Background: an optimization exercise with open tools, aiming at small area. Do not read the settings as production practice. The RTL was checked by simulation tests, not by an equivalence proof against the original design. No activity file was given, so power comes from the tool's default toggle rates.

File: design.v
package io_pkg;
  localparam int AddrWidth = 32;
  localparam int DataWidth = 32;
  localparam int NumHarts = 2;
endpackage
`timescale 1ns/1ps
module io_fabric (
  input  logic                          clk_i,
  input  logic                          reset_i,
  input  logic                          req_valid_i,
  input  logic [io_pkg::AddrWidth-1:0]  req_addr_i,
  input  logic                          req_wr_i,
  input  logic [io_pkg::DataWidth-1:0]  req_wdata_i,
  input  logic [6:1]                    irq_i,
  output logic                          rsp_valid_o,
  output logic [io_pkg::DataWidth-1:0]  rsp_rdata_o,
  output logic                          rsp_err_o,
  output logic [io_pkg::NumHarts-1:0]   msip_o,
  output logic [io_pkg::NumHarts-1:0]   mtip_o,
  output logic [io_pkg::NumHarts-1:0]   eip_o
);
  logic        clint_hit, plic_hit;
  logic        wr, rd;
  logic [15:0] co;
  logic [21:0] po;
  logic        msip_hit, cmp_hit, time_hit;
  logic        pend_hit, en_hit, claim_hit;
  assign clint_hit = req_addr_i[31:16] == 16'h1140;
  assign plic_hit  = req_addr_i[31:22] == 10'h044;
  assign wr = req_valid_i & req_wr_i;
  assign rd = req_valid_i & ~req_wr_i;
  assign co = req_addr_i[15:0];
  assign po = req_addr_i[21:0];
  assign msip_hit  = clint_hit && co[15:3] == 13'h0000;
  assign cmp_hit   = clint_hit && co[15:4] == 12'h400;
  assign time_hit  = clint_hit && co[15:3] == 13'h17FF;
  assign pend_hit  = plic_hit && po == 22'h001000;
  assign en_hit    = plic_hit && po[21:8] == 14'h0020 && po[6:0] == 7'h00;
  assign claim_hit = plic_hit && po[21:13] == 9'h100 && po[11:0] == 12'h004;
  logic [63:0] mt_q;
  logic [1:0]  presc_q;
  logic        tick;
  logic [63:0] mt_inc;
  logic        twr_lo, twr_hi;
  assign twr_lo = wr & time_hit & ~co[2];
  assign twr_hi = wr & time_hit & co[2];
  assign tick   = &presc_q & ~twr_lo & ~twr_hi;
  logic [7:0]  byte_cin;
  logic [64:0] mt_c;
  always_comb begin
    for (int k = 0; k < 8; k++) begin
      byte_cin[k] = tick;
      for (int j = 0; j < k; j++) begin
        byte_cin[k] = byte_cin[k] & (&mt_q[8*j +: 8]);
      end
    end
    mt_c = '0;
    for (int k = 0; k < 8; k++) begin
      mt_c[8*k] = byte_cin[k];
      for (int i = 8*k; i < 8*k + 8; i++) begin
        mt_inc[i]  = mt_q[i] ^ mt_c[i];
        mt_c[i+1]  = mt_q[i] & mt_c[i];
      end
    end
  end
  logic [31:0] mt_load_d;
  assign mt_load_d = req_wdata_i & ~{32{reset_i}};
  always_ff @(posedge clk_i) begin
    mt_q[31:0]  <= (twr_lo || reset_i) ? mt_load_d : mt_inc[31:0];
    mt_q[63:32] <= (twr_hi || reset_i) ? mt_load_d : mt_inc[63:32];
  end
  always_ff @(posedge clk_i) begin
    if (reset_i) begin
      presc_q <= '0;
    end else begin
      presc_q <= (twr_lo || twr_hi) ? 2'd0 : presc_q + 2'd1;
    end
  end
  logic [3:0][31:0] cmpn_q;   
  logic [1:0]       msip_q;
  logic [1:0]       mtip_q;
  logic [31:0] cmp_load_d;
  logic [3:0]  cmp_load;
  assign cmp_load_d = ~(req_wdata_i | {32{reset_i}});
  always_comb begin
    for (int k = 0; k < 4; k++) begin
      cmp_load[k] = reset_i || (wr && cmp_hit && co[3:2] == k[1:0]);
    end
  end
  always_ff @(posedge clk_i) begin
    for (int k = 0; k < 4; k++) begin
      if (cmp_load[k]) begin
        cmpn_q[k] <= cmp_load_d;
      end
    end
  end
  function automatic logic ge(input logic [63:0] x, input logic [63:0] yn);
    logic [63:0] g, p;
    logic [31:0] g1, p1;
    logic [15:0] g2, p2;
    logic [7:0]  g3, p3;
    logic [3:0]  g4, p4;
    logic [1:0]  g5, p5;
    g = x & yn;
    p = x | yn;
    for (int i = 0; i < 32; i++) begin
      g1[i] = g[2*i+1] | p[2*i+1] & g[2*i];
      p1[i] = p[2*i+1] & p[2*i];
    end
    for (int i = 0; i < 16; i++) begin
      g2[i] = g1[2*i+1] | p1[2*i+1] & g1[2*i];
      p2[i] = p1[2*i+1] & p1[2*i];
    end
    for (int i = 0; i < 8; i++) begin
      g3[i] = g2[2*i+1] | p2[2*i+1] & g2[2*i];
      p3[i] = p2[2*i+1] & p2[2*i];
    end
    for (int i = 0; i < 4; i++) begin
      g4[i] = g3[2*i+1] | p3[2*i+1] & g3[2*i];
      p4[i] = p3[2*i+1] & p3[2*i];
    end
    for (int i = 0; i < 2; i++) begin
      g5[i] = g4[2*i+1] | p4[2*i+1] & g4[2*i];
      p5[i] = p4[2*i+1] & p4[2*i];
    end
    ge = g5[1] | p5[1] & g5[0] | p5[1] & p5[0];
  endfunction
  always_ff @(posedge clk_i) begin
    if (reset_i) begin
      msip_q <= '0;
    end else if (wr && msip_hit) begin
      msip_q[co[2]] <= req_wdata_i[0];
    end
  end
  always_ff @(posedge clk_i) begin
    if (reset_i) begin
      mtip_q <= '0;
    end else begin
      mtip_q[0] <= ge(mt_q, {cmpn_q[1], cmpn_q[0]});
      mtip_q[1] <= ge(mt_q, {cmpn_q[3], cmpn_q[2]});
    end
  end
  logic [6:1]      pend_q, clm_q;
  logic [1:0][7:1] en_q;
  logic [1:0]      eip_q;
  logic [7:1]      claim_en;
  logic [6:1]      cand, grant;
  logic [2:0]      claim_id;
  logic            complete;
  assign claim_en = po[12] ? en_q[1] : en_q[0];
  assign cand     = pend_q & claim_en[6:1];
  always_comb begin
    grant = '0;
    for (int n = 6; n >= 1; n--) begin
      if (cand[n]) grant = 6'(1) << (n - 1);
    end
    claim_id = '0;
    for (int n = 1; n <= 6; n++) begin
      if (grant[n]) claim_id = n[2:0];
    end
  end
  assign complete = wr & claim_hit;
  always_ff @(posedge clk_i) begin
    for (int n = 1; n <= 6; n++) begin
      if (reset_i) begin
        pend_q[n] <= 1'b0;
        clm_q[n]  <= 1'b0;
      end else if (pend_q[n]) begin
        if (rd && claim_hit && grant[n]) begin
          pend_q[n] <= 1'b0;
          clm_q[n]  <= 1'b1;
        end
      end else if (clm_q[n]) begin
        if (complete && req_wdata_i[2:0] == n[2:0]) begin
          clm_q[n] <= 1'b0;
        end
      end else begin
        pend_q[n] <= irq_i[n];
      end
    end
  end
  logic [1:0] en_load;
  always_comb begin
    for (int c = 0; c < 2; c++) begin
      en_load[c] = reset_i || (wr && en_hit && po[7] == c[0]);
    end
  end
  always_ff @(posedge clk_i) begin
    for (int c = 0; c < 2; c++) begin
      if (en_load[c]) begin
        en_q[c] <= mt_load_d[7:1];
      end
    end
  end
  always_ff @(posedge clk_i) begin
    if (reset_i) begin
      eip_q <= '0;
    end else begin
      eip_q[0] <= |(pend_q & en_q[0][6:1]);
      eip_q[1] <= |(pend_q & en_q[1][6:1]);
    end
  end
  logic        rsp_valid_q;
  logic        err_q;
  logic [31:0] rdata_d, rdata_q;
  logic [3:0] rd_cmp;
  logic [1:0] rd_time;
  logic       rd_msip, rd_pend, rd_en, rd_claim;
  always_comb begin
    for (int k = 0; k < 4; k++) begin
      rd_cmp[k] = !req_wr_i && cmp_hit && co[3:2] == k[1:0];
    end
    rd_time[0] = !req_wr_i && time_hit && !co[2];
    rd_time[1] = !req_wr_i && time_hit && co[2];
    rd_msip    = !req_wr_i && msip_hit;
    rd_pend    = !req_wr_i && pend_hit;
    rd_en      = !req_wr_i && en_hit;
    rd_claim   = !req_wr_i && claim_hit;
    rdata_d = '0;
    for (int k = 0; k < 4; k++) begin
      rdata_d = rdata_d | ({32{rd_cmp[k]}} & ~cmpn_q[k]);
    end
    rdata_d = rdata_d | ({32{rd_time[0]}} & mt_q[31:0]) | ({32{rd_time[1]}} & mt_q[63:32]);
    rdata_d[0]   = rdata_d[0] | (rd_msip & msip_q[co[2]]);
    rdata_d[6:1] = rdata_d[6:1] | ({6{rd_pend}} & pend_q);
    rdata_d[7:1] = rdata_d[7:1] | ({7{rd_en}} & (po[7] ? en_q[1] : en_q[0]));
    rdata_d[2:0] = rdata_d[2:0] | ({3{rd_claim}} & claim_id);
  end
  always_ff @(posedge clk_i) begin
    if (reset_i) begin
      rsp_valid_q <= 1'b0;
    end else begin
      rsp_valid_q <= req_valid_i;
    end
  end
  always_ff @(posedge clk_i) begin
    err_q   <= !(clint_hit || plic_hit);
    rdata_q <= rdata_d;
  end
  assign rsp_rdata_o = rdata_q;
  assign rsp_valid_o = rsp_valid_q;
  assign rsp_err_o   = err_q;
  assign msip_o      = msip_q;
  assign mtip_o      = mtip_q;
  assign eip_o       = eip_q;
endmodule
File: run.sh
#!/bin/bash
# synth_recipe.tcl (not shown) runs the flow's synth.tcl, then flattens the netlist and writes it again
# the make line also repeats each setting of config.mk as NAME=value (left out here)
make -C /OpenROAD-flow-scripts/flow DESIGN_CONFIG=/design/flow/config.mk WORK_HOME=/design/flow/orfs CLKGATE_MAP_FILE= SYNTH_SCRIPT=/design/flow/synth_recipe.tcl finish
File: config.mk
export PLATFORM = sky130hd
export DESIGN_NAME = io_fabric
export DESIGN_NICKNAME = io_fabric
export VERILOG_FILES = /design/flow/design.v
export SDC_FILE = /design/flow/constraint.sdc
export NUM_CORES = 4
export LEC_CHECK = 0
export CAP_MARGIN = 0
export CORE_MARGIN = 2
export CORE_UTILIZATION = 60
export CTS_BUF_LIST = sky130_fd_sc_hd__clkbuf_16
export CTS_CLUSTER_DIAMETER = 200
export CTS_CLUSTER_SIZE = 30
export GPL_TIMING_DRIVEN = 0
export PLACE_DENSITY = 0.75
export SLEW_MARGIN = 0
File: constraint.sdc
create_clock -name core_clock -period 4.0 [get_ports {clk_i}]
set_input_delay 0.8000 -clock core_clock [delete_from_list [all_inputs] [get_ports {clk_i}]]
set_output_delay 0.8000 -clock core_clock [all_outputs]
set_load 0.01 [all_outputs]
==> results.py, run 1 <==
metrics = {
    "worst_setup_path": {
        "cp.required_ps": 4390,
        "crit_fanout": 4,
        "startpoint_type": "primary input",
        "critPathKind": "primary input to flop",
        "cpMostUsedCell": "ha_1",
        "endpoint_kind": "flop",
        "path_cells": "clkdlybuf4s50_1, nor3_2, and4_2, nand4_2, buf_4, o2111a_2, nand3_4, nor4b_4, ha_1, ha_1, ha_1, ha_1, ha_1, ha_1, ha_1, mux2_1",
        "max_stage_delay_ps": 410,
        "cpMaxStageDelayCell": "clkdlybuf4s50_1",
        "arrival_ps": 4250,
    },
    "sta": {
        "slew_headroom_pct": 38.20,
        "final.min_clock_period_ps": 3857,
        "fmax_ghz": 0.2593,
        "tightestPinTransition_ps": 916.9,
        "report.final.slew_viol_count": 0,
        "worst_hold_slack_ps": 461.3,
        "finalCritPeriodShare_pct": 96.42,
        "setup_violations": 0,
        "final.setup_skew_ps": 29.74,
        "hold_viol": 0,
    },
    "clock_tree": {
        "cts_sinks": 260,
        "cts_buffers": 12,
        "root_buffer": "clkbuf_16",
        "cts_buffer_depth": 3,
        "ctsHoldBuffers": 0,
        "cts_tree": "built",
        "clkLatencyLatePin_ps": 500,
        "htree_levels": 1,
        "clk_pin_slew_worst_paths_ps": 120,
    },
    "placement": {
        "numPortBuffers": 111,
        "dp_hpwl_mm": 28.00,
        "place_congestion": 0.9593,
    },
    "detailed_routing": {
        "drt_iter0_drc": 1265,
        "postRouteAntennaNets": 0,
        "dr_total_vias": 10585,
        "drc": 0,
        "vias_per_cell": 6.794,
        "drt_first_pass_iters": 8,
        "routed_wl_mm": 38.03,
        "wl_per_cell_um": 24.41,
    },
    "floorplan": {
        "io_pins": 114,
        "die_h_um": 149.9,
        "core_mm2": 0.02096,
        "chipWidth_um": 149.9,
        "dieArea_mm2": 0.02246,
        "start_util_pct": 60.93,
        "rows": 53,
    },
    "global_routing": {
        "grt_max_degree": 32,
        "antenna_found_initial": 1,
        "grt-ovfl-total": 0,
        "track_usage_pct": 33.79,
        "grt_pass1_vias": 10010,
        "grt_pass1_wl_mm": 57.86,
    },
    "logic_synthesis": {
        "synthFlopType": "edfxtp_1",
        "synthTopCellsByArea": "edfxtp_1 (33%), dfxtp_1 (19%), ha_1 (5.6%)",
        "synth_top_area_share_pct": 33.40,
        "syn_area_mm2": 0.01277,
        "yosysTopAreaCell": "edfxtp_1",
        "yosys-top-cells-count": "edfxtp_1 (142), nor2_1 (123), dfxtp_1 (118), mux2_2 (59), ha_1 (57)",
        "synth-edff-count": 142,
        "ys_types": 78,
        "synth.yosys.seq_area_share_pct": 51.90,
        "synth-async-reset-ratio_pct": 0,
        "synth_nets": 1275,
        "synth-seq-cells": 260,
        "yosysWarningCount": 1,
        "synthMostInstantiatedCell": "edfxtp_1",
        "avgSynthCellArea_um2": 11.16,
        "syn_inst": 1144,
    },
    "finish": {
        "multi_input_area_mm2": 0.005806,
        "register_area_mm2": 0.006626,
        "n_fill_cell": 1658,
        "diodes": 0,
        "fin_nets": 1408,
        "drive_above_1_share_pct": 9.977,
        "areaGrowthSynthToFinish_pct": 15.55,
    },
    "power": {
        "ir_drop_uv": 355.7,
        "leakagePower_nw": 5.477,
        "p_per_area_mw_per_mm2": 366.2,
        "p_total_mw": 5.402,
    },
    "run_status": {
        "run_status": "finished clean",
    },
    "job": {
        "maxCapViolCount": 0,
    },
    "worst_hold_path": {
        "holdCritPathClass": "flop to flop",
    },
}
-- registers in the layout (all words and copies together) (netlist names), named ones only --
name and count:
cmpn_q 128, mt_q 64, rdata_q 32, en_q 14, clm_q 6, pend_q 6, eip_q 2, mtip_q 2
presc_q 2, err_q 1, rsp_valid_q 1
-- placed cells by master (no fill, tap or decap), types with 8 or more instances in the layout --
cell	Yosys	final
a21oi_1	34	34
a222oi_1	35	35
a22o_1	8	8
a22oi_1	33	33
a31oi_1	13	13
buf_2	8	8
clkbuf_1	42	41
clkbuf_16	0	13
clkdlybuf4s50_1	0	108
dfxtp_1	118	118
edfxtp_1	142	142
ha_1	57	57
inv_1	33	38
mux2_2	59	59
mux2i_1	12	12
nand2_1	56	56
nand3_1	14	13
nand4_1	26	26
nor2_1	123	123
nor2b_1	35	35
nor3_1	21	20
nor4_1	11	11
o211ai_1	38	38
o21ai_0	20	20
o22a_1	39	39
o22ai_1	44	44
-- kinds of logic after synthesis --
family,share of synthesized area (%)
simple gates,13.16
flops,51.90
xor+xnor,0.5488
compound gates,18.92
mux,6.761
fa+ha+maj,5.664
buf+inv,3.048
-- through the flow --
| step | util, % | worst slack, ps | setup TNS [ps] | std cells | instance area [um2] |
|---|---|---|---|---|---|
| floorplan | - | 266.5 | 0 | 1144 | 12770 |
| global placement | 67.88 | -882.7 | -72610 | 1530 | 14220 |
| detailed placement | 68.32 | -882.2 | -14360 | 1534 | 14320 |
| CTS | 70.13 | 2.747 | 0 | 1555 | 14700 |
| global route | 70.41 | -5.461 | -5.461 | 1558 | 14750 |
| finish | 70.41 | 143.1 | 0 | 1558 | 14750 |
-- worst max-delay path, delay by kind of cell --
family / cells / cell delay (ps)
AND/OR/NAND/NOR: 5 / 820
AO/OA/AOI/OAI: 1 / 320
buffers and inverters: 2 / 590
adder cells (fa/ha/maj): 7 / 1420
multiplexers: 1 / 280
-- worst paths after layout --
kind,cells past startpoint,startpoint,to,slack [ps]
max,16,req_addr_i[30],mt_q[62]$_DFF_P_,140
min,1,presc_q[0]$_SDFF_PP0_,presc_q[0]$_SDFF_PP0_,460
max reg2reg,14,mt_q[17]$_DFF_P_,mt_q[62]$_DFF_P_,310
min reg2reg,1,presc_q[0]$_SDFF_PP0_,presc_q[0]$_SDFF_PP0_,460
-- power by group --
part	internal [mW]	switching, mW
Clock	0.603	0.829
Sequential	3.02	0.233
Combinational	0.324	0.393
Total	3.95	1.45
-- layout make-up --
cell class | instances | area share (%)
Sequential cell | 260 | 44.91
Clock buffer | 13 | 2.205
Multi-Input combinational cell | 794 | 39.35
Buffer | 57 | 1.806
Inverter | 33 | 0.8396
Tap cell | 275 | 2.332
Timing Repair Buffer | 119 | 8.328
Clock inverter | 7 | 0.2290
-- layer usage --
layer / global-route usage [%] / vias up / share of wire (%)
met5: 0 / - / 0.034
met4: 10.90 / 2 / 3.1
met3: 5.793 / 87 / 11
met2: 54.84 / 631 / 46
met1: 46.40 / 5089 / 40
li1: - / 4776 / -
-- repair_timing --
item,CTS,global route
pin swaps,1,3
endpoints found under the setup margin,12,8
buffers inserted,1,3
resized for setup,3,11
==> run 2, diff against run 1 <==
==> flow/run.sh (new file) <==
#!/bin/bash
set -euo pipefail
export BUFFER_PORTS_ARGS="-buffer_cell sky130_fd_sc_hd__buf_1"
export CTS_ARGS="-sink_clustering_enable -repair_clock_nets -sink_clustering_size 30 -sink_clustering_max_diameter 200 -buf_list sky130_fd_sc_hd__clkbuf_16 -dont_use_dummy_load"
bash standard.sh > standard.log 2>&1
==> standard.sh (new file) <==
#!/bin/bash
# synth_recipe.tcl (not shown) runs the flow's synth.tcl, then flattens the netlist and writes it again
# the make line also repeats each setting of config.mk as NAME=value (left out here)
make -C /OpenROAD-flow-scripts/flow DESIGN_CONFIG=/design/flow/config.mk WORK_HOME=/design/flow/orfs CLKGATE_MAP_FILE= SYNTH_SCRIPT=/design/flow/synth_recipe.tcl "${@:-finish}"
removed: run.sh
==> run 2 against run 1 <==
Wire length down 2.5%. Critical path depth down 1. Via count is 0.48% lower.
==> results.py, run 2 <==
metrics = {
    "placement": {
        "numPortBuffers": 111,
        "dpl_cell_area_mm2": 0.01363,
        "post-place-cells": 1534,
        "dp_hpwl_mm": 27.60,
        "place_congestion": 0.9606,
        "place_ws_ps": -393.1,
    },
    "detailed_routing": {
        "routed_wl_mm": 37.06,
        "dr_total_vias": 10534,
        "wl_per_cell_um": 24.00,
        "postRouteAntennaNets": 0,
        "vias_per_cell": 6.823,
        "drc": 0,
        "drt_iter0_drc": 1195,
        "drt_first_pass_iters": 9,
    },
    "clock_tree": {
        "cts_sinks": 260,
        "htree_levels": 1,
        "root_buffer": "clkbuf_16",
        "clkLatencyLatePin_ps": 500,
        "clk_pin_slew_worst_paths_ps": 120,
        "ctsHoldBuffers": 0,
        "cts_tree": "built",
        "cts_buffer_depth": 3,
        "cts_buffers": 12,
    },
    "logic_synthesis": {
        "synth-async-reset-ratio_pct": 0,
        "synthMostInstantiatedCell": "edfxtp_1",
        "synth_top_area_share_pct": 33.40,
        "yosys-top-cells-count": "edfxtp_1 (142), nor2_1 (123), dfxtp_1 (118), mux2_2 (59), ha_1 (57)",
        "yosysWarningCount": 1,
        "synth-seq-cells": 260,
        "synth-edff-count": 142,
        "yosysTopAreaCell": "edfxtp_1",
        "synthFlopType": "edfxtp_1",
        "syn_inst": 1144,
        "synth_nets": 1275,
        "synth.yosys.seq_area_share_pct": 51.90,
        "avgSynthCellArea_um2": 11.16,
        "ys_types": 78,
        "syn_area_mm2": 0.01277,
        "synthTopCellsByArea": "edfxtp_1 (33%), dfxtp_1 (19%), ha_1 (5.6%)",
    },
    "global_routing": {
        "grt_pass1_wl_mm": 56.06,
        "antenna_found_initial": 0,
        "track_usage_pct": 32.89,
        "grt_pass1_vias": 9994,
        "grt_max_degree": 31,
        "grt-ovfl-total": 0,
    },
    "worst_setup_path": {
        "critPathKind": "primary input to flop",
        "endpoint_kind": "flop",
        "arrival_ps": 4270,
        "reg2reg_depth": 14,
        "rrSetupSlack_ps": 120,
        "startpoint_type": "primary input",
        "cp.required_ps": 4380,
        "crit_fanout": 9,
    },
    "finish": {
        "register_area_mm2": 0.006626,
        "reg.largest.list": "cmpn_q: 128 flops, mt_q: 64 flops, rdata_q: 32 flops",
        "final_common_cell": "edfxtp_1",
        "fin_util_pct": 66.49,
        "drive_above_1_share_pct": 9.377,
        "final_cell_mix": "edfxtp_1 (142), nor2_1 (123), dfxtp_1 (118)",
        "largest_reg_flops": 128,
        "regMostFlops": "cmpn_q",
        "fin_nets": 1402,
        "diodes": 0,
        "n_fill_cell": 1681,
        "areaGrowthSynthToFinish_pct": 9.113,
        "design_area_mm2": 0.01393,
        "multi_input_area_mm2": 0.005772,
        "finalNonFillerCells": 1544,
    },
    "worst_hold_path": {
        "holdCritPathClass": "flop to flop",
        "hold_depth": 1,
    },
    "floorplan": {
        "die_h_um": 149.9,
        "io_pins": 114,
        "chipWidth_um": 149.9,
        "dieArea_mm2": 0.02246,
        "start_util_pct": 60.93,
        "rows": 53,
        "core_mm2": 0.02096,
    },
    "power": {
        "sequentialPowerShare_pct": 62.0,
        "clkPwrFrac_pct": 25.5,
        "ir_drop_uv": 473.2,
        "p_per_area_mw_per_mm2": 377.2,
        "p_sw_mw": 1.415,
        "p_total_mw": 5.255,
        "sw_frac_of_total_pct": 26.92,
        "pwr-share-comb_pct": 12.5,
        "leakagePower_nw": 5.084,
        "internal-power_mw": 3.840,
    },
    "sta": {
        "report.final.slew_viol_count": 0,
        "final.min_clock_period_ps": 3896,
        "tightestPinTransition_ps": 979.2,
        "finalCritPeriodShare_pct": 97.40,
        "worst_slack_ps": 104.2,
        "rsz0062_at_grt": "no",
        "setup_violations": 0,
        "hold_viol": 0,
        "final.setup_skew_ps": 32.99,
        "fmax_ghz": 0.2567,
        "slew_headroom_pct": 34.00,
    },
    "run_status": {
        "run_status": "finished clean",
    },
    "job": {
        "maxCapViolCount": 0,
    },
}
[run 2: cell counts after synthesis]
No cell type changed its count.
[run 2: final cells by class]
| cell class | instances | area share [%] |
|---|---|---|
| Sequential cell | 260 | 47.56 |
| Multi-Input combinational cell | 794 | 41.43 |
| Timing Repair Buffer | 115 | 3.619 |
| Tap cell | 275 | 2.470 |
| Clock buffer | 12 | 2.155 |
| Buffer | 55 | 1.877 |
| Inverter | 33 | 0.8891 |
[run 2: stage by stage]
step | hold slack (ps) | setup TNS, ps
final | 452.0 | 0
after global routing | 470.1 | 0
after CTS | 447.8 | 0
after detailed placement | 430.7 | -2735
after global placement | 413.9 | -14320
after floorplan | 404.3 | 0
[run 2: routing by layer]
metal / vias to the layer above / part of all wire [%] / track usage, %
li1: 4747 / - / -
met1: 5065 / 41 / 45.06
met2: 647 / 47 / 54.13
met3: 75 / 9.6 / 4.848
met4: 0 / 2.9 / 10.42
met5: - / 0 / 0
[run 2: timing repair]
action                                  in CTS  in global routing
buffers inserted                             0                  0
gates resized for setup                      1                  6
pin swaps                                    0                  0
endpoints found under the setup margin       1                  1
[run 2: cell families (layout without fill, tap and decap cells)]
kind of cell | count (synthesis) | after routing | synth area share, %
muxes | 78 | 78 | 6.761
and+or+nand+nor | 330 | 330 | 13.16
buffers and inverters | 90 | 215 | 3.048
AOI/OAI and AO/OA | 320 | 320 | 18.92
xor gates and xnor gates | 8 | 8 | 0.5488
DFF | 260 | 260 | 51.90
adders and majority gates | 58 | 58 | 5.664
[run 2: worst paths after layout]
check / start / end
hold reg to reg: presc_q[0]$_SDFF_PP0_ / presc_q[0]$_SDFF_PP0_
setup reg to reg: mt_q[12]$_DFF_P_ / mt_q[62]$_DFF_P_
setup / recovery: req_addr_i[3] / mt_q[62]$_DFF_P_
hold / removal: presc_q[0]$_SDFF_PP0_ / presc_q[0]$_SDFF_PP0_
[run 2: critical path, stage by stage]
cell	delay, ps
buf_2	210
nand4_1	150
nor4_2	280
nand4_2	300
o2111a_1	450
nand3_1	230
nor4b_2	110
ha_1	220
ha_1	210
ha_1	210
ha_1	190
ha_1	180
ha_1	180
ha_1	260
mux2_1	280
[run 2: power groups by stage]
stage,sequential (mW),clock [mW],combinational [mW]
after floorplan,3.22,0,0.447
after global placement,3.30,0,0.621
after detailed placement,3.30,0,0.647
after CTS,3.24,1.36,0.650
after global routing,3.28,1.43,0.721
final,3.26,1.34,0.656
==> run 3, diff against run 2 <==
==> flow/run.sh (replaced) <==
#!/bin/bash
set -euo pipefail
export BUFFER_PORTS_ARGS="-buffer_cell sky130_fd_sc_hd__buf_1"
export CTS_ARGS="-sink_clustering_enable -repair_clock_nets -sink_clustering_size 30 -sink_clustering_max_diameter 200 -buf_list sky130_fd_sc_hd__clkbuf_16 -dont_use_dummy_load"
export RECOVER_POWER=40
bash standard.sh > standard.log 2>&1
==> run 3 against run 2 <==
Now fails the layout checks on capacitance limit, slew limit. Combinational power hardly changed. Utilization fell by 0.29 points. Die area unchanged. Flip-flop and latch count stayed put. Worst setup slack better by 49 ps. Fmax is 1.3% higher. Final cell count unchanged. Hold slack got worse by 8.4 ps. Register-to-register slack better by 60 ps. Non-clock buffer count did not move. Critical path type unchanged.
==> results.py, run 3 <==
metrics = {
    "run_status": {
        "run_status": "complete, but fails checks",
        "violations": "capacitance limit, slew limit",
    },
    "power": {
        "clkPwrFrac_pct": 25.6,
        "pwr-share-comb_pct": 12.4,
        "p_sw_mw": 1.417,
        "leakagePower_nw": 5.054,
        "ir_drop_uv": 470.9,
        "p_per_area_mw_per_mm2": 378.8,
        "sequentialPowerShare_pct": 62.0,
        "sw_frac_of_total_pct": 26.96,
        "internal-power_mw": 3.838,
        "p_total_mw": 5.255,
    },
    "finish": {
        "register_area_mm2": 0.006626,
        "drive_above_1_share_pct": 8.826,
        "final_common_cell": "edfxtp_1",
        "multi_input_area_mm2": 0.005727,
        "regMostFlops": "cmpn_q",
        "design_area_mm2": 0.01387,
        "finalNonFillerCells": 1544,
        "final_cell_mix": "edfxtp_1 (142), nor2_1 (123), dfxtp_1 (118)",
        "n_fill_cell": 1692,
        "areaGrowthSynthToFinish_pct": 8.643,
        "fin_util_pct": 66.20,
        "largest_reg_flops": 128,
        "fin_nets": 1402,
        "reg.largest.list": "cmpn_q: 128 flops, mt_q: 64 flops, rdata_q: 32 flops",
        "diodes": 0,
    },
    "placement": {
        "post-place-cells": 1534,
        "dp_hpwl_mm": 27.60,
        "numPortBuffers": 111,
        "place_ws_ps": -393.1,
        "dpl_cell_area_mm2": 0.01363,
        "place_congestion": 0.9606,
    },
    "sta": {
        "fin_tns_setup_ps": 0,
        "setup_violations": 0,
        "final.min_clock_period_ps": 3847,
        "worst_slack_ps": 153.2,
        "report.final.slew_viol_count": 9,
        "final.setup_skew_ps": 35.67,
        "finalCritPeriodShare_pct": 96.17,
        "fmax_ghz": 0.2600,
        "slew_headroom_pct": -20.38,
        "rsz0062_at_grt": "no",
        "worst_hold_slack_ps": 443.5,
        "hold_viol": 0,
        "tightestPinTransition_ps": 1790,
    },
    "worst_setup_path": {
        "startpoint_type": "primary input",
        "critPathKind": "primary input to flop",
        "cpMaxStageDelayCell": "o2111a_1",
        "worstReg2RegEnd": "mt_q[62]$_DFF_P_",
        "crit_buf_inv": 2,
        "timing.rr.start": "mt_q[12]$_DFF_P_",
        "cpLargestDelayFamily": "adder cells",
        "reg2reg_depth": 14,
        "rrSetupSlack_ps": 180,
        "path_cells": "buf_2, nand4_1, nor4_2, nand4_2, o2111a_1, nand3_1, inv_1, ha_1, ha_1, ha_1, ha_1, ha_1, ha_1, ha_1, mux2_2",
        "cp.required_ps": 4370,
        "crit_fanout": 9,
        "max_stage_delay_ps": 440,
        "arrival_ps": 4220,
        "endpoint_kind": "flop",
        "cpMostUsedCell": "ha_1",
    },
    "floorplan": {
        "chipWidth_um": 149.9,
        "start_util_pct": 60.93,
        "dieArea_mm2": 0.02246,
        "rows": 53,
        "core_mm2": 0.02096,
        "die_h_um": 149.9,
        "io_pins": 114,
    },
    "detailed_routing": {
        "dr_total_vias": 10560,
        "routed_wl_mm": 37.14,
        "drc": 0,
        "drt_first_pass_iters": 10,
        "wl_per_cell_um": 24.05,
        "vias_per_cell": 6.839,
        "postRouteAntennaNets": 0,
        "drt_iter0_drc": 1322,
    },
    "logic_synthesis": {
        "synth-async-reset-ratio_pct": 0,
        "synthXorXnorAreaFrac_pct": 0.5488,
        "synthFlopType": "edfxtp_1",
        "synth-seq-cells": 260,
        "synthAdderAreaFrac_pct": 5.664,
        "synth_top_area_share_pct": 33.40,
        "synth-edff-count": 142,
        "synth_top_family_by_area": "compound AO/OA/AOI/OAI gates",
        "yosys-top-cells-count": "edfxtp_1 (142), nor2_1 (123), dfxtp_1 (118), mux2_2 (59), ha_1 (57)",
        "yosysWarningCount": 1,
        "avgSynthCellArea_um2": 11.16,
        "synth.yosys.seq_area_share_pct": 51.90,
        "syn_inst": 1144,
        "synthMostInstantiatedCell": "edfxtp_1",
        "yosysTopAreaCell": "edfxtp_1",
        "syn_area_mm2": 0.01277,
        "yosys.area_share.simple_pct": 13.16,
        "synth_nets": 1275,
        "synthTopCellsByArea": "edfxtp_1 (33%), dfxtp_1 (19%), ha_1 (5.6%)",
        "ys_types": 78,
        "synth_compound_area_share_pct": 18.92,
        "muxShareOfSynthArea_pct": 6.761,
    },
    "clock_tree": {
        "cts_sinks": 260,
        "cts_buffer_depth": 3,
        "htree_levels": 1,
        "root_buffer": "clkbuf_16",
        "ctsHoldBuffers": 0,
        "cts_tree": "built",
        "cts_buffers": 12,
        "post-cts-setup-buffers": 0,
        "clkLatencyLatePin_ps": 500,
        "clk_pin_slew_worst_paths_ps": 120,
    },
    "worst_hold_path": {
        "worstHoldStart": "presc_q[0]$_SDFF_PP0_",
        "holdCritPathClass": "flop to flop",
        "hold_depth": 1,
        "worstHoldEndpoint": "presc_q[0]$_SDFF_PP0_",
    },
    "global_routing": {
        "track_usage_pct": 32.89,
        "grt-ovfl-total": 0,
        "grt_pass1_vias": 9994,
        "grt_max_degree": 31,
        "grt_pass1_wl_mm": 56.06,
        "antenna_found_initial": 0,
    },
    "job": {
        "maxCapViolCount": 1,
    },
}
-- run 3: kinds of logic (layout without fill, tap and decap cells) --
| group | after synthesis | after routing |
|---|---|---|
| compound gates | 320 | 320 |
| xor+xnor | 8 | 8 |
| fa+ha+maj | 58 | 58 |
| buf+inv | 90 | 215 |
| flops | 260 | 260 |
| mux | 78 | 78 |
| simple gates | 330 | 330 |
-- run 3: area by class of cell --
class                   instances  share of cell area, %
multi-input cells             794                  41.28
well taps                     275                  2.480
repair buffers                115                  3.635
clock buffers                  12                  2.165
flip-flops and latches        260                  47.77
plain buffers                  55                  1.777
inverters                      33                 0.8929
-- run 3: power by group through the flow --
| stage | clock network (mW) | logic (mW) | registers (mW) |
|---|---|---|---|
| detailed placement | 0 | 0.647 | 3.30 |
| global placement | 0 | 0.621 | 3.30 |
| global route | 1.43 | 0.717 | 3.28 |
| CTS | 1.36 | 0.650 | 3.24 |
| finish | 1.34 | 0.653 | 3.26 |
| floorplan | 0 | 0.447 | 3.22 |
-- run 3: how the worst max path moves through the flow --
| stage | from | to | slack (ps) | depth (start not counted) |
|---|---|---|---|---|
| 3_5_place_dp | req_addr_i[25] | mt_q[62]$_DFF_P_ | -390 | 15 |
| 6_report | req_addr_i[3] | mt_q[46]$_DFF_P_ | 150 | 15 |
| 4_1_cts | mt_q[21]$_DFF_P_ | mt_q[62]$_DFF_P_ | 110 | 14 |
| 3_3_place_gp | req_addr_i[25] | mt_q[62]$_DFF_P_ | -360 | 15 |
| 2_1_floorplan | req_addr_i[12] | mt_q[62]$_DFF_P_ | 270 | 15 |
| 5_1_grt | mt_q[18]$_DFF_P_ | mt_q[62]$_DFF_P_ | 3 | 14 |
-- run 3: repair_timing --
action                                  4_1_cts  5_1_grt
endpoints found under the setup margin        1        1
gates resized for setup                       1        6
endpoints found under the hold margin         0        0
pin swaps                                     0        0
-- run 3: routing by layer --
| layer | global-route usage [%] | wire length (um) | vias up |
|---|---|---|---|
| met4 | 10.42 | 1152 | 0 |
| met3 | 4.848 | 3741 | 87 |
| li1 | - | - | 4748 |
| met1 | 45.06 | 15030 | 5055 |
| met2 | 54.13 | 17220 | 670 |
| met5 | 0 | 0 | - |
==> run 4, diff against run 3 <==
==> flow/run.sh (replaced) <==
#!/bin/bash
set -euo pipefail
export BUFFER_PORTS_ARGS="-buffer_cell sky130_fd_sc_hd__buf_1"
export CTS_ARGS="-sink_clustering_enable -repair_clock_nets -sink_clustering_size 30 -sink_clustering_max_diameter 200 -buf_list sky130_fd_sc_hd__clkbuf_16 -dont_use_dummy_load"
export RECOVER_POWER=15
bash standard.sh > standard.log 2>&1
==> run 4 against run 3 <==
The run now finishes clean. Global-route usage is the same. Hold slack gained 3.6 ps. Flip-flop and latch count is the same. Critical path depth is the same. Fmax shrank 1.0%. Wire length shrank 0.27%. Utilization grew 0.19 points. Sequential power is essentially flat. Worst setup slack lost 39 ps. Design area grew 0.28%. Non-clock buffer count is the same. Via count shrank 0.20%.
==> results.py, run 4 <==
metrics = {
    "run_status": {
        "run_status": "finished clean",
    },
    "logic_synthesis": {
        "synth-edff-count": 142,
        "yosysWarningCount": 1,
        "synth.yosys.seq_area_share_pct": 51.90,
        "yosysTopAreaCell": "edfxtp_1",
        "synth_nets": 1275,
        "synth_top_area_share_pct": 33.40,
        "ys_types": 78,
        "synth-seq-cells": 260,
        "synthMostInstantiatedCell": "edfxtp_1",
        "syn_inst": 1144,
        "synth-async-reset-ratio_pct": 0,
        "synthFlopType": "edfxtp_1",
        "synthTopCellsByArea": "edfxtp_1 (33%), dfxtp_1 (19%), ha_1 (5.6%)",
        "avgSynthCellArea_um2": 11.16,
        "yosys-top-cells-count": "edfxtp_1 (142), nor2_1 (123), dfxtp_1 (118), mux2_2 (59), ha_1 (57)",
        "syn_area_mm2": 0.01277,
    },
    "finish": {
        "drive_above_1_share_pct": 9.141,
        "diodes": 0,
        "fin_util_pct": 66.38,
        "largest_reg_flops": 128,
        "areaGrowthSynthToFinish_pct": 8.946,
        "finalNonFillerCells": 1544,
        "reg.largest.list": "cmpn_q: 128 flops, mt_q: 64 flops, rdata_q: 32 flops",
        "n_fill_cell": 1685,
        "regMostFlops": "cmpn_q",
        "fin_nets": 1402,
        "final_common_cell": "edfxtp_1",
        "final_cell_mix": "edfxtp_1 (142), nor2_1 (123), dfxtp_1 (118)",
    },
    "power": {
        "leakagePower_nw": 5.065,
        "p_per_area_mw_per_mm2": 377.6,
        "ir_drop_uv": 472.2,
        "p_total_mw": 5.253,
    },
    "sta": {
        "worst_slack_ps": 113.8,
        "setup_violations": 0,
        "finalCritPeriodShare_pct": 97.16,
        "slew_headroom_pct": 34.76,
        "fmax_ghz": 0.2573,
        "hold_viol": 0,
        "final.setup_skew_ps": 35.79,
        "final.min_clock_period_ps": 3886,
        "fin_tns_setup_ps": 0,
        "report.final.slew_viol_count": 0,
        "rsz0062_at_grt": "no",
        "tightestPinTransition_ps": 967.9,
    },
    "detailed_routing": {
        "wl_per_cell_um": 23.99,
        "vias_per_cell": 6.826,
        "postRouteAntennaNets": 0,
        "drc": 0,
        "drt_first_pass_iters": 8,
        "dr_total_vias": 10539,
        "routed_wl_mm": 37.04,
        "drt_iter0_drc": 1217,
    },
    "placement": {
        "numPortBuffers": 111,
        "place_ws_ps": -393.1,
        "dp_hpwl_mm": 27.60,
        "post-place-cells": 1534,
        "place_congestion": 0.9606,
    },
    "clock_tree": {
        "cts_sinks": 260,
        "clkLatencyLatePin_ps": 500,
        "cts_buffers": 12,
        "ctsResizeCount": 1,
        "htree_levels": 1,
        "ctsHoldBuffers": 0,
        "root_buffer": "clkbuf_16",
        "cts_tree": "built",
        "cts_buffer_depth": 3,
        "clk_pin_slew_worst_paths_ps": 120,
        "post-cts-setup-buffers": 0,
    },
    "worst_setup_path": {
        "critPathKind": "primary input to flop",
        "path_cells": "buf_2, nand4_1, nor4_2, nand4_2, o2111a_1, nand3_1, inv_1, ha_1, ha_1, ha_1, ha_1, ha_1, ha_1, ha_1, mux2_2",
        "arrival_ps": 4260,
        "cp.required_ps": 4370,
        "startpoint_type": "primary input",
        "max_stage_delay_ps": 460,
        "cpMaxStageDelayCell": "o2111a_1",
        "reg2reg_depth": 14,
        "crit_cells": 15,
        "cpLargestDelayFamily": "adder cells",
        "endpoint_kind": "flop",
        "cpMostUsedCell": "ha_1",
        "crit_buf_inv": 2,
        "crit_fanout": 9,
    },
    "global_routing": {
        "grt_pass1_vias": 9994,
        "grt_max_degree": 31,
        "grt_pass1_wl_mm": 56.06,
        "antenna_found_initial": 0,
        "grt-ovfl-total": 0,
        "track_usage_pct": 32.89,
    },
    "floorplan": {
        "core_mm2": 0.02096,
        "io_pins": 114,
        "dieArea_mm2": 0.02246,
        "rows": 53,
        "die_h_um": 149.9,
        "chipWidth_um": 149.9,
        "start_util_pct": 60.93,
    },
    "job": {
        "maxCapViolCount": 0,
    },
    "worst_hold_path": {
        "hold_depth": 1,
        "holdCritPathClass": "flop to flop",
    },
}
run 4: cell type report:
type | instances | area, um2 | area share [%]
plain buffers | 55 | 246.5 | 1.772
multi-input cells | 794 | 5766 | 41.45
clock buffers | 12 | 300.3 | 2.159
flip-flops and latches | 260 | 6626 | 47.63
repair buffers | 115 | 504.2 | 3.625
well taps | 275 | 344.1 | 2.473
inverters | 33 | 123.9 | 0.8905
run 4: kinds of logic (layout without fill, tap and decap cells):
group | after synthesis | in the layout | share of synthesized area [%]
AO/OA/AOI/OAI | 320 | 320 | 18.92
XOR/XNOR | 8 | 8 | 0.5488
adder cells (fa/ha/maj) | 58 | 58 | 5.664
buffers and inverters | 90 | 215 | 3.048
flip-flops | 260 | 260 | 51.90
multiplexers | 78 | 78 | 6.761
AND/OR/NAND/NOR | 330 | 330 | 13.16
run 4: per-layer routing:
layer  track usage, %  up-vias  wire length, um
met1            45.06     5079            14990
met3            4.848       78             3733
met4            10.42        0             1100
li1                 -     4750                -
met5                0        -                0
met2            54.13      632            17220
run 4: report_power, final:
group	total, mW	internal [mW]	switching, mW
clock network	1.34	0.546	0.796
logic	0.652	0.272	0.380
registers	3.26	3.02	0.237
total	5.25	3.84	1.41
run 4: worst paths after layout:
kind                         startpoint                    end  slack (ps)
setup / recovery          req_addr_i[3]       mt_q[46]$_DFF_P_         110
hold / removal    presc_q[0]$_SDFF_PP0_  presc_q[0]$_SDFF_PP0_         450
setup reg to reg       mt_q[12]$_DFF_P_       mt_q[62]$_DFF_P_         160
hold reg to reg   presc_q[0]$_SDFF_PP0_  presc_q[0]$_SDFF_PP0_         450
run 4: stage by stage:
step | instance area [um2] | hold WS, ps
2_1_floorplan | 12770 | 404.3
3_3_place_gp | 13530 | 413.9
3_5_place_dp | 13630 | 430.7
4_1_cts | 13940 | 447.8
5_1_grt | 13910 | 470.1
6_report | 13910 | 447.1
==> run 5, diff against run 4 <==
==> flow/run.sh (replaced) <==
#!/bin/bash
set -euo pipefail
export BUFFER_PORTS_ARGS="-buffer_cell sky130_fd_sc_hd__buf_1"
export CTS_ARGS="-sink_clustering_enable -repair_clock_nets -sink_clustering_size 30 -sink_clustering_max_diameter 200 -buf_list sky130_fd_sc_hd__clkbuf_16 -dont_use_dummy_load"
export RECOVER_POWER=100
bash standard.sh > standard.log 2>&1
==> run 5 against run 4 <==
Now fails the layout checks on capacitance limit, slew limit. Combinational power fell by 1%. Clock power barely moved. Clock-buffer cell count did not move. Highest routed layer unchanged. Fmax fell by 0.28%. Wire length rose by 0.29%. Die area did not move. Synthesized area did not move. Flip-flop and latch count did not move. Critical path type unchanged. Critical path depth did not move. Final cell count did not move. Worst setup slack got worse by 11 ps.
==> results.py, run 5 <==
metrics = {
    "logic_synthesis": {
        "ys_types": 78,
        "avgSynthCellArea_um2": 11.16,
        "synthFlopType": "edfxtp_1",
        "yosysTopAreaCell": "edfxtp_1",
        "yosysWarningCount": 1,
        "syn_inst": 1144,
        "synth.yosys.seq_area_share_pct": 51.90,
        "yosys-top-cells-count": "edfxtp_1 (142), nor2_1 (123), dfxtp_1 (118), mux2_2 (59), ha_1 (57)",
        "syn_area_mm2": 0.01277,
        "synth_top_area_share_pct": 33.40,
        "synth_nets": 1275,
        "synth-seq-cells": 260,
        "synthMostInstantiatedCell": "edfxtp_1",
        "synth-async-reset-ratio_pct": 0,
        "synth-edff-count": 142,
        "synthTopCellsByArea": "edfxtp_1 (33%), dfxtp_1 (19%), ha_1 (5.6%)",
    },
    "detailed_routing": {
        "dr_total_vias": 10583,
        "vias_per_cell": 6.854,
        "postRouteAntennaNets": 0,
        "drt_first_pass_iters": 9,
        "drt_iter0_drc": 1247,
        "drc": 0,
        "wl_per_cell_um": 24.06,
        "routed_wl_mm": 37.15,
    },
    "power": {
        "leakagePower_nw": 5.014,
        "ir_drop_uv": 470.5,
        "p_total_mw": 5.240,
        "p_per_area_mw_per_mm2": 380.0,
    },
    "global_routing": {
        "grt_use_met1_pct": 45.06,
        "grt_pass1_wl_mm": 56.06,
        "grt_util_met2_pct": 54.13,
        "grt_pass1_vias": 9994,
        "grt-ovfl-total": 0,
        "antenna_found_initial": 0,
        "track_usage_pct": 32.89,
        "top_usage_layer": "met2",
        "grt_max_degree": 31,
        "grt_util_met3_pct": 4.848,
    },
    "worst_setup_path": {
        "arrival_ps": 4270,
        "worstReg2RegEnd": "mt_q[62]$_DFF_P_",
        "endpoint_kind": "flop",
        "rrSetupSlack_ps": 170,
        "startpoint_type": "primary input",
        "reg2reg_depth": 14,
        "timing.rr.start": "mt_q[15]$_DFF_P_",
        "setup.worst_path.end": "mt_q[46]$_DFF_P_",
        "cp.required_ps": 4370,
        "crit_start": "req_addr_i[3]",
        "crit_fanout": 9,
        "critPathKind": "primary input to flop",
    },
    "clock_tree": {
        "root_buffer": "clkbuf_16",
        "htree_levels": 1,
        "clk_pin_slew_worst_paths_ps": 110,
        "cts_sinks": 260,
        "cts_buffer_depth": 3,
        "cts_buffers": 12,
        "cts_tree": "built",
        "clkLatencyLatePin_ps": 500,
        "ctsHoldBuffers": 0,
        "post-cts-setup-buffers": 0,
    },
    "run_status": {
        "violations": "capacitance limit, slew limit",
        "run_status": "complete, but fails checks",
    },
    "finish": {
        "final_common_cell": "edfxtp_1",
        "final_cell_mix": "edfxtp_1 (142), nor2_1 (124), dfxtp_1 (118)",
        "regMostFlops": "cmpn_q",
        "diodes": 0,
        "n_fill_cell": 1710,
        "fin_nets": 1402,
        "drive_above_1_share_pct": 8.038,
        "areaGrowthSynthToFinish_pct": 7.996,
        "finalNonFillerCells": 1544,
        "largest_reg_flops": 128,
        "reg.largest.list": "cmpn_q: 128 flops, mt_q: 64 flops, rdata_q: 32 flops",
    },
    "sta": {
        "tightestPinTransition_ps": 1675,
        "setup_violations": 0,
        "final.min_clock_period_ps": 3897,
        "rsz0062_at_grt": "no",
        "finalCritPeriodShare_pct": 97.42,
        "hold_viol": 0,
        "slew_headroom_pct": -13.10,
        "final.setup_skew_ps": 35.13,
        "fmax_ghz": 0.2566,
        "report.final.slew_viol_count": 17,
        "worst_hold_slack_ps": 447.4,
    },
    "floorplan": {
        "dieArea_mm2": 0.02246,
        "die_h_um": 149.9,
        "start_util_pct": 60.93,
        "chipWidth_um": 149.9,
        "io_pins": 114,
        "rows": 53,
        "core_mm2": 0.02096,
    },
    "placement": {
        "numPortBuffers": 111,
        "dp_hpwl_mm": 27.60,
        "place_congestion": 0.9606,
        "post-place-cells": 1534,
    },
    "worst_hold_path": {
        "worstHoldStart": "presc_q[0]$_SDFF_PP0_",
        "holdCritPathClass": "flop to flop",
    },
    "job": {
        "maxCapViolCount": 2,
    },
}
[run 5: cell type report]
class	count	area (um2)	share of cell area, %
Inverter	33	123.9	0.8983
Sequential cell	260	6626	48.05
Buffer	55	224.0	1.624
Timing Repair Buffer	115	479.2	3.475
Tap cell	275	344.1	2.495
Clock buffer	12	300.3	2.178
Multi-Input combinational cell	794	5692	41.28
[run 5: how the worst min path moves through the flow]
stage                                  endpoint  slack (ps)  cells after the start
after detailed placement  presc_q[0]$_SDFF_PP0_         430                      1
after CTS                 presc_q[0]$_SDFF_PP0_         450                      1
after floorplan           presc_q[0]$_SDFF_PP0_         400                      1
after global routing      presc_q[0]$_SDFF_PP0_         470                      1
final                     presc_q[0]$_SDFF_PP0_         450                      1
after global placement    presc_q[0]$_SDFF_PP0_         410                      1
[run 5: per-stage QoR]
step	worst slack, ps	TNS, ps	instance area, um2	utilization [%]
after global routing	2.511	0	13790	65.80
after floorplan	266.5	0	12770	-
after CTS	108.2	0	13940	66.50
final	103.0	0	13790	65.80
after global placement	-357.6	-14320	13530	64.56
after detailed placement	-393.1	-2735	13630	65.04
[run 5: timing repair]
item,in CTS,in global routing
endpoints found under the hold margin,0,0
pin swaps,0,0
gates resized for setup,1,6
gates cloned,0,0
setup endpoints to repair,1,1
[run 5: cells by family (layout without fill, tap and decap cells)]
logic type / count (synthesis) / count (layout) / share of synthesized area [%]
AOI/OAI and AO/OA: 320 / 320 / 18.92
buffers and inverters: 90 / 215 / 3.048
and+or+nand+nor: 330 / 330 / 13.16
DFF: 260 / 260 / 51.90
muxes: 78 / 78 / 6.761
adders and majority gates: 58 / 58 / 5.664
xor gates and xnor gates: 8 / 8 / 0.5488
[run 5: power by group]
| group | total [mW] | internal, mW | switching, mW | leakage (nW) |
|---|---|---|---|---|
| Combinational | 0.645 | 0.266 | 0.379 | 2.53 |
| Sequential | 3.26 | 3.02 | 0.238 | 2.34 |
| Clock | 1.34 | 0.546 | 0.791 | 0.148 |
| Total | 5.24 | 3.83 | 1.41 | 5.01 |
[run 5: worst max-delay path, stage by stage]
cell and delay [ps]:
buf_2 210, nand4_1 140, nor4_1 330, nand4_2 280, o2111a_1 430, nand3_1 230
inv_1 120, ha_1 210, ha_1 200, ha_1 190, ha_1 200, ha_1 200
ha_1 190, ha_1 280, mux2_2 260
[run 5: routing by layer]
metal,vias to the layer above,share of wire (%),routed length [um]
li1,4744,-,-
met1,5071,40,14890
met2,671,46,17160
met3,97,10,3866
met4,0,3.3,1235
met5,-,0,0
==> run 6, diff against run 5 <==
==> flow/run.sh (replaced) <==
#!/bin/bash
set -euo pipefail
export BUFFER_PORTS_ARGS="-buffer_cell sky130_fd_sc_hd__buf_1"
export CTS_ARGS="-sink_clustering_enable -repair_clock_nets -sink_clustering_size 30 -sink_clustering_max_diameter 200 -buf_list sky130_fd_sc_hd__clkbuf_16 -root_buf sky130_fd_sc_hd__clkbuf_4 -tree_buf sky130_fd_sc_hd__clkbuf_8 -sink_clustering_buffer sky130_fd_sc_hd__clkbuf_16 -dont_use_dummy_load"
bash standard.sh > standard.log 2>&1
==> run 6 against run 5 <==
The run now finishes clean. Utilization rose by 0.45 points. Fmax rose by 2.4%. Worst setup slack improved by 91 ps. Design area is 0.68% higher. Synthesized area is the same. Global-route usage is essentially flat. Via count fell by 0.19%. Highest routed layer unchanged. Clock-buffer cell count did not move. Largest cell class unchanged. Final cell count is essentially flat. Combinational power grew 2%. Critical path depth down 1.
==> results.py, run 6 <==
metrics = {
    "finish": {
        "final_cell_mix": "edfxtp_1 (142), nor2_1 (123), dfxtp_1 (118)",
        "fin_nets": 1402,
        "areaGrowthSynthToFinish_pct": 8.731,
        "final_common_cell": "edfxtp_1",
        "largest_reg_flops": 128,
        "reg.largest.list": "cmpn_q: 128 flops, mt_q: 64 flops, rdata_q: 32 flops",
        "design_area_mm2": 0.01388,
        "n_fill_cell": 1691,
        "drive_above_1_share_pct": 9.456,
        "fin_util_pct": 66.25,
        "register_area_mm2": 0.006626,
        "multi_input_area_mm2": 0.005773,
        "regMostFlops": "cmpn_q",
    },
    "worst_setup_path": {
        "cp.required_ps": 4510,
        "arrival_ps": 4320,
        "startpoint_type": "flop",
        "endpoint_kind": "flop",
        "critPathKind": "flop to flop",
        "crit_fanout": 8,
    },
    "sta": {
        "tightestPinTransition_ps": 943.9,
        "slew_headroom_pct": 36.38,
        "final.setup_skew_ps": 77.56,
        "hold_viol": 0,
        "fmax_ghz": 0.2627,
        "report.final.slew_viol_count": 0,
        "finalCritPeriodShare_pct": 95.16,
        "rsz0062_at_grt": "no",
        "final.min_clock_period_ps": 3806,
        "worst_slack_ps": 193.6,
        "setup_violations": 0,
    },
    "clock_tree": {
        "clkLatencyLatePin_ps": 680,
        "clk_pin_slew_worst_paths_ps": 120,
        "cts_sinks": 260,
        "cts_buffers": 12,
        "cts_tree": "built",
        "cts_buffer_depth": 3,
        "ctsHoldBuffers": 0,
        "htree_levels": 1,
        "root_buffer": "clkbuf_4",
    },
    "detailed_routing": {
        "wl_per_cell_um": 24.01,
        "dr_total_vias": 10563,
        "drt_iter0_drc": 1261,
        "drt_first_pass_iters": 10,
        "vias_per_cell": 6.837,
        "drc": 0,
        "postRouteAntennaNets": 0,
        "routed_wl_mm": 37.10,
    },
    "logic_synthesis": {
        "synthTopCellsByArea": "edfxtp_1 (33%), dfxtp_1 (19%), ha_1 (5.6%)",
        "synth-edff-count": 142,
        "synth_top_area_share_pct": 33.40,
        "yosys-top-cells-count": "edfxtp_1 (142), nor2_1 (123), dfxtp_1 (118), mux2_2 (59), ha_1 (57)",
        "synth-seq-cells": 260,
        "synthFlopType": "edfxtp_1",
        "synth-async-reset-ratio_pct": 0,
        "ys_types": 78,
        "yosysWarningCount": 1,
        "avgSynthCellArea_um2": 11.16,
        "synth_nets": 1275,
        "syn_inst": 1144,
        "synth.yosys.seq_area_share_pct": 51.90,
        "syn_area_mm2": 0.01277,
        "synthMostInstantiatedCell": "edfxtp_1",
        "yosysTopAreaCell": "edfxtp_1",
    },
    "floorplan": {
        "die_h_um": 149.9,
        "dieArea_mm2": 0.02246,
        "io_pins": 114,
        "core_mm2": 0.02096,
        "start_util_pct": 60.93,
        "chipWidth_um": 149.9,
        "rows": 53,
    },
    "worst_hold_path": {
        "holdCritPathClass": "primary input to flop",
    },
    "placement": {
        "place_ws_ps": -393.1,
        "dp_hpwl_mm": 27.60,
        "dpl_cell_area_mm2": 0.01363,
        "place_congestion": 0.9606,
        "numPortBuffers": 111,
    },
    "power": {
        "p_per_area_mw_per_mm2": 370.3,
        "p_total_mw": 5.141,
        "leakagePower_nw": 5.061,
        "ir_drop_uv": 465.6,
    },
    "global_routing": {
        "track_usage_pct": 32.92,
        "antenna_found_initial": 1,
        "grt_pass1_vias": 9974,
        "grt_max_degree": 31,
        "grt-ovfl-total": 0,
        "grt_pass1_wl_mm": 56.09,
    },
    "run_status": {
        "run_status": "finished clean",
    },
    "job": {
        "maxCapViolCount": 0,
    },
}
## run 6: cell counts after synthesis
Identical to the previous run, type by type.
## run 6: logic make-up after synthesis
family / share of synthesized area (%)
buffers and inverters: 3.048
multiplexers: 6.761
adder cells (fa/ha/maj): 5.664
flip-flops: 51.90
AO/OA/AOI/OAI: 18.92
XOR/XNOR: 0.5488
AND/OR/NAND/NOR: 13.16
## run 6: worst paths after layout
| check | startpoint | end | slack [ps] | cells past startpoint |
|---|---|---|---|---|
| max | mt_q[3]$_DFF_P_ | mt_q[62]$_DFF_P_ | 190 | 14 |
| min | irq_i[4] | pend_q[4]$_SDFF_PP0_ | 360 | 3 |
| max reg2reg | mt_q[3]$_DFF_P_ | mt_q[62]$_DFF_P_ | 190 | 14 |
| min reg2reg | presc_q[0]$_SDFF_PP0_ | presc_q[0]$_SDFF_PP0_ | 440 | 1 |
## run 6: stage by stage
| stage | hold WS (ps) | instances | setup TNS, ps |
|---|---|---|---|
| 2_1_floorplan | 404.3 | 1144 | 0 |
| 3_3_place_gp | 413.9 | 1530 | -14320 |
| 3_5_place_dp | 430.7 | 1534 | -2735 |
| 4_1_cts | 359.5 | 1546 | 0 |
| 5_1_grt | 392.8 | 1545 | 0 |
| 6_report | 362.6 | 1545 | 0 |
## run 6: timing repair
action	CTS	global route
setup endpoints to repair	1	1
setup buffers	0	0
cloned	0	0
hold endpoints to repair	0	0
gates resized for setup	1	7
## run 6: final cells by class
cell class / instances / area share, %
sequential: 260 / 47.73
tap: 275 / 2.478
clock buffer: 12 / 1.784
buffer: 55 / 1.884
inverter: 33 / 0.8922
timing repair buffer: 115 / 3.632
multi-input combinational: 794 / 41.58
antenna: 1 / 0.01802
## run 6: power by group
| group | internal, mW | switching [mW] | leakage, nW | total [mW] |
|---|---|---|---|---|
| clock network | 0.439 | 0.789 | 0.125 | 1.23 |
| logic | 0.273 | 0.382 | 2.60 | 0.655 |
| registers | 3.02 | 0.237 | 2.34 | 3.26 |
## run 6: routing by layer
metal / wire length (um) / GRT usage, % / vias up
li1: - / - / 4740
met1: 15050 / 45.18 / 5070
met2: 17480 / 54.75 / 680
met3: 3648 / 4.909 / 73
met4: 926 / 9.009 / 0
met5: 0 / 0 / -
## run 6: critical path: stages (launching register included)
cell and delay [ps]:
dfxtp_1 360, clkbuf_1 330, nand4_1 170, nor2_1 220, o2111a_2 350, nand3_1 220
nor4b_2 430, ha_1 250, ha_1 190, ha_1 180, ha_1 160, ha_1 140
ha_1 140, ha_1 220, mux2_1 280
==> run 7, diff against run 6 <==
==> flow/run.sh (replaced) <==
#!/bin/bash
set -euo pipefail
export BUFFER_PORTS_ARGS="-buffer_cell sky130_fd_sc_hd__buf_1"
export CTS_ARGS="-sink_clustering_enable -repair_clock_nets -sink_clustering_size 30 -sink_clustering_max_diameter 200 -buf_list sky130_fd_sc_hd__clkbuf_16 -root_buf sky130_fd_sc_hd__clkbuf_4 -tree_buf sky130_fd_sc_hd__clkbuf_8 -sink_clustering_buffer sky130_fd_sc_hd__clkbuf_16 -dont_use_dummy_load"
export RECOVER_POWER=100
export POST_GLOBAL_ROUTE_TCL="$PWD/flow/post_grt.tcl"
bash standard.sh > standard.log 2>&1
==> flow/post_grt.tcl (new file) <==
# Sourced by ORFS's global_route.tcl (POST_GLOBAL_ROUTE_TCL) after its power
# recovery. Power recovery downsizes gates on paths with positive slack and can
# leave a net over its max slew or capacitance, so repair the design (with a
# 10% margin below those limits) and the timing once more with global-route
# parasitics, then legalize and re-route
# the changed nets and rewrite the route guides, as global_route.tcl itself
# does after each of its repairs.
log_cmd estimate_parasitics -global_routing
log_cmd global_route -start_incremental
log_cmd repair_design -verbose -cap_margin 10 -slew_margin 10
repair_timing_helper
log_cmd detailed_placement
log_cmd global_route -end_incremental
log_cmd estimate_parasitics -global_routing
write_guides $::env(RESULTS_DIR)/route.guide
==> run 7 against run 6 <==
Critical endpoint unchanged. Via count down 0.17%. Still clean. Global-route usage unchanged. Register-to-register slack about the same. Utilization down 0.57 points. Clock power about the same. Flip-flop and latch count unchanged. Power down 0.29%.
==> results.py, run 7 <==
metrics = {
    "sta": {
        "fmax_ghz": 0.2627,
        "final.setup_skew_ps": 72.14,
        "slew_headroom_pct": 36.16,
        "setup_violations": 0,
        "tightestPinTransition_ps": 951.8,
        "fin_tns_setup_ps": 0,
        "finalCritPeriodShare_pct": 95.18,
        "hold_viol": 0,
        "report.final.slew_viol_count": 0,
        "final.min_clock_period_ps": 3807,
    },
    "finish": {
        "final_common_cell": "edfxtp_1",
        "register_area_mm2": 0.006626,
        "largest_reg_flops": 128,
        "multi_input_area_mm2": 0.005710,
        "design_area_mm2": 0.01376,
        "areaGrowthSynthToFinish_pct": 7.800,
        "fin_nets": 1403,
        "drive_above_1_share_pct": 8.268,
        "final_cell_mix": "edfxtp_1 (142), nor2_1 (124), dfxtp_1 (118)",
        "n_fill_cell": 1710,
        "reg.largest.list": "cmpn_q: 128 flops, mt_q: 64 flops, rdata_q: 32 flops",
        "regMostFlops": "cmpn_q",
    },
    "worst_setup_path": {
        "startpoint_type": "flop",
        "critPathKind": "flop to flop",
        "cpMostUsedCell": "ha_1",
        "endpoint_kind": "flop",
        "path_cells": "clkbuf_1, nand4_1, or2_2, nor3_1, nand3_1, nor4b_2, ha_1, ha_1, ha_1, ha_1, ha_1, ha_1, ha_1, mux2_1",
        "cpMaxStageDelayCell": "nor4b_2",
        "crit_fanout": 8,
        "cp.required_ps": 4510,
        "arrival_ps": 4310,
        "max_stage_delay_ps": 440,
    },
    "clock_tree": {
        "root_buffer": "clkbuf_4",
        "cts_sinks": 260,
        "cts_buffers": 12,
        "cts_tree": "built",
        "ctsHoldBuffers": 0,
        "ctsResizeCount": 1,
        "cts_buffer_depth": 3,
        "post-cts-setup-buffers": 0,
        "clkLatencyLatePin_ps": 670,
        "htree_levels": 1,
        "clk_pin_slew_worst_paths_ps": 110,
    },
    "logic_synthesis": {
        "synthMostInstantiatedCell": "edfxtp_1",
        "synthTopCellsByArea": "edfxtp_1 (33%), dfxtp_1 (19%), ha_1 (5.6%)",
        "yosys-top-cells-count": "edfxtp_1 (142), nor2_1 (123), dfxtp_1 (118), mux2_2 (59), ha_1 (57)",
        "synth-seq-cells": 260,
        "avgSynthCellArea_um2": 11.16,
        "yosysWarningCount": 1,
        "syn_inst": 1144,
        "synth.yosys.seq_area_share_pct": 51.90,
        "synthFlopType": "edfxtp_1",
        "syn_area_mm2": 0.01277,
        "synth-edff-count": 142,
        "synth_nets": 1275,
        "ys_types": 78,
        "synth_top_area_share_pct": 33.40,
        "synth-async-reset-ratio_pct": 0,
        "yosysTopAreaCell": "edfxtp_1",
    },
    "power": {
        "p_per_area_mw_per_mm2": 372.4,
        "ir_drop_uv": 469.5,
        "sw_frac_of_total_pct": 27.31,
        "internal-power_mw": 3.726,
        "pwr-share-comb_pct": 12.6,
        "sequentialPowerShare_pct": 63.6,
        "leakagePower_nw": 4.992,
        "clkPwrFrac_pct": 23.9,
        "p_sw_mw": 1.400,
    },
    "worst_hold_path": {
        "holdCritPathClass": "primary input to flop",
    },
    "job": {
        "maxCapViolCount": 0,
    },
    "floorplan": {
        "io_pins": 114,
        "dieArea_mm2": 0.02246,
        "start_util_pct": 60.93,
        "chipWidth_um": 149.9,
        "die_h_um": 149.9,
        "core_mm2": 0.02096,
        "rows": 53,
    },
    "detailed_routing": {
        "wl_per_cell_um": 24.04,
        "dr_total_vias": 10545,
        "vias_per_cell": 6.821,
        "drt_iter0_drc": 1313,
        "postRouteAntennaNets": 0,
        "routed_wl_mm": 37.16,
        "drt_first_pass_iters": 9,
        "drc": 0,
    },
    "placement": {
        "numPortBuffers": 111,
        "dp_hpwl_mm": 27.60,
        "dpl_cell_area_mm2": 0.01363,
        "place_congestion": 0.9606,
    },
    "global_routing": {
        "antenna_found_initial": 1,
        "top_usage_layer": "met2",
        "grt_util_met3_pct": 4.909,
        "grt_pass1_wl_mm": 56.09,
        "grt-ovfl-total": 0,
        "grt_use_met1_pct": 45.18,
        "grt_util_met2_pct": 54.75,
        "grt_max_degree": 31,
        "track_usage_pct": 32.92,
        "grt_pass1_vias": 9974,
    },
    "run_status": {
        "run_status": "finished clean",
    },
}
run 7: cell families (layout without fill, tap and decap cells):
logic type	count (synthesis)	after routing	synth area share (%)
and+or+nand+nor	330	330	13.16
DFF	260	260	51.90
AOI/OAI and AO/OA	320	320	18.92
xor gates and xnor gates	8	8	0.5488
buffers and inverters	90	216	3.048
adders and majority gates	58	58	5.664
muxes	78	78	6.761
other	0	1	0
run 7: per-stage QoR:
stage	instances	utilization, %	power (mW)	hold WS [ps]	setup WS [ps]
floorplan	1144	-	3.672	404.3	266.5
global placement	1530	64.56	3.922	413.9	-357.6
detailed placement	1534	65.04	3.950	430.7	-393.1
CTS	1546	66.25	5.135	359.5	104.2
finish	1546	65.69	5.126	376.4	192.8
run 7: cell type report:
| class | instances | share of cell area (%) |
|---|---|---|
| buffer | 55 | 1.618 |
| timing repair buffer | 116 | 3.536 |
| sequential | 260 | 48.14 |
| tap | 275 | 2.500 |
| multi-input combinational | 794 | 41.49 |
| antenna | 1 | 0.01818 |
| inverter | 33 | 0.8999 |
| clock buffer | 12 | 1.800 |
run 7: worst max-delay path, delay by kind of cell (launching register included):
family / cells / cell delay, ps
buffers and inverters: 1 / 290
DFF: 1 / 350
muxes: 1 / 280
adders and majority gates: 7 / 1280
and+or+nand+nor: 5 / 1510
run 7: layer usage:
metal / vias to the layer above / routed length, um / part of all wire, %
met5: - / 0 / 0
met4: 0 / 1013 / 2.7
met3: 85 / 3968 / 11
met2: 684 / 17490 / 47
met1: 5023 / 14690 / 40
li1: 4753 / - / -
run 7: final timing paths:
path	from	slack, ps	cells past startpoint	end
hold reg to reg	presc_q[0]$_SDFF_PP0_	450	1	presc_q[0]$_SDFF_PP0_
setup reg to reg	mt_q[19]$_DFF_P_	190	14	mt_q[62]$_DFF_P_
setup / recovery	mt_q[19]$_DFF_P_	190	14	mt_q[62]$_DFF_P_
hold / removal	irq_i[4]	380	3	pend_q[4]$_SDFF_PP0_
run 7: power by group through the flow:
stage / Sequential, mW / Combinational [mW] / Clock (mW)
after CTS: 3.24 / 0.650 / 1.24
after floorplan: 3.22 / 0.447 / 0
after detailed placement: 3.30 / 0.647 / 0
after global placement: 3.30 / 0.621 / 0
final: 3.26 / 0.645 / 1.22

==> re-timing with driven ports <==
Ports are ideal in the flow. The routed layouts listed here were re-timed in OpenROAD.
Step 1: set_driving_cell puts a clkbuf_16 on clk_i and a buf_2 on each other input, an assumption about the parent block.
Step 2 times the ports against the registers' clock, not the clock port: input delays grow and output delays shrink by t, the midpoint of the rising clock arrivals with the driver on.
Three values: no drivers, after step 1, after step 2; two values: the first two.
run	t, ns	setup WS [ns]	worst setup path after step 2	latest minus earliest clock arrival (ns)	pins driven straight from the clock port
run 1	0.532	0.143 / 0.165 / -0.367	input to register	0.032 / 0.033	1
run 2	0.530	0.104 / 0.123 / -0.403	input to register	0.038 / 0.038	1
run 3	0.532	0.153 / 0.177 / -0.354	input to register	0.038 / 0.039	1
run 4	0.532	0.114 / 0.138 / -0.394	input to register	0.040 / 0.040	1
run 5	0.529	0.103 / 0.126 / -0.403	input to register	0.040 / 0.040	1
run 6	0.679	0.194 / 0.194 / -0.373	input to register	0.081 / 0.081	1
run 7	0.675	0.193 / 0.193 / -0.444	input to register	0.076 / 0.076	1
The setup slack of run 7, which loses most, moves by 0.000 ns with the drivers and by -0.637 ns with both steps.
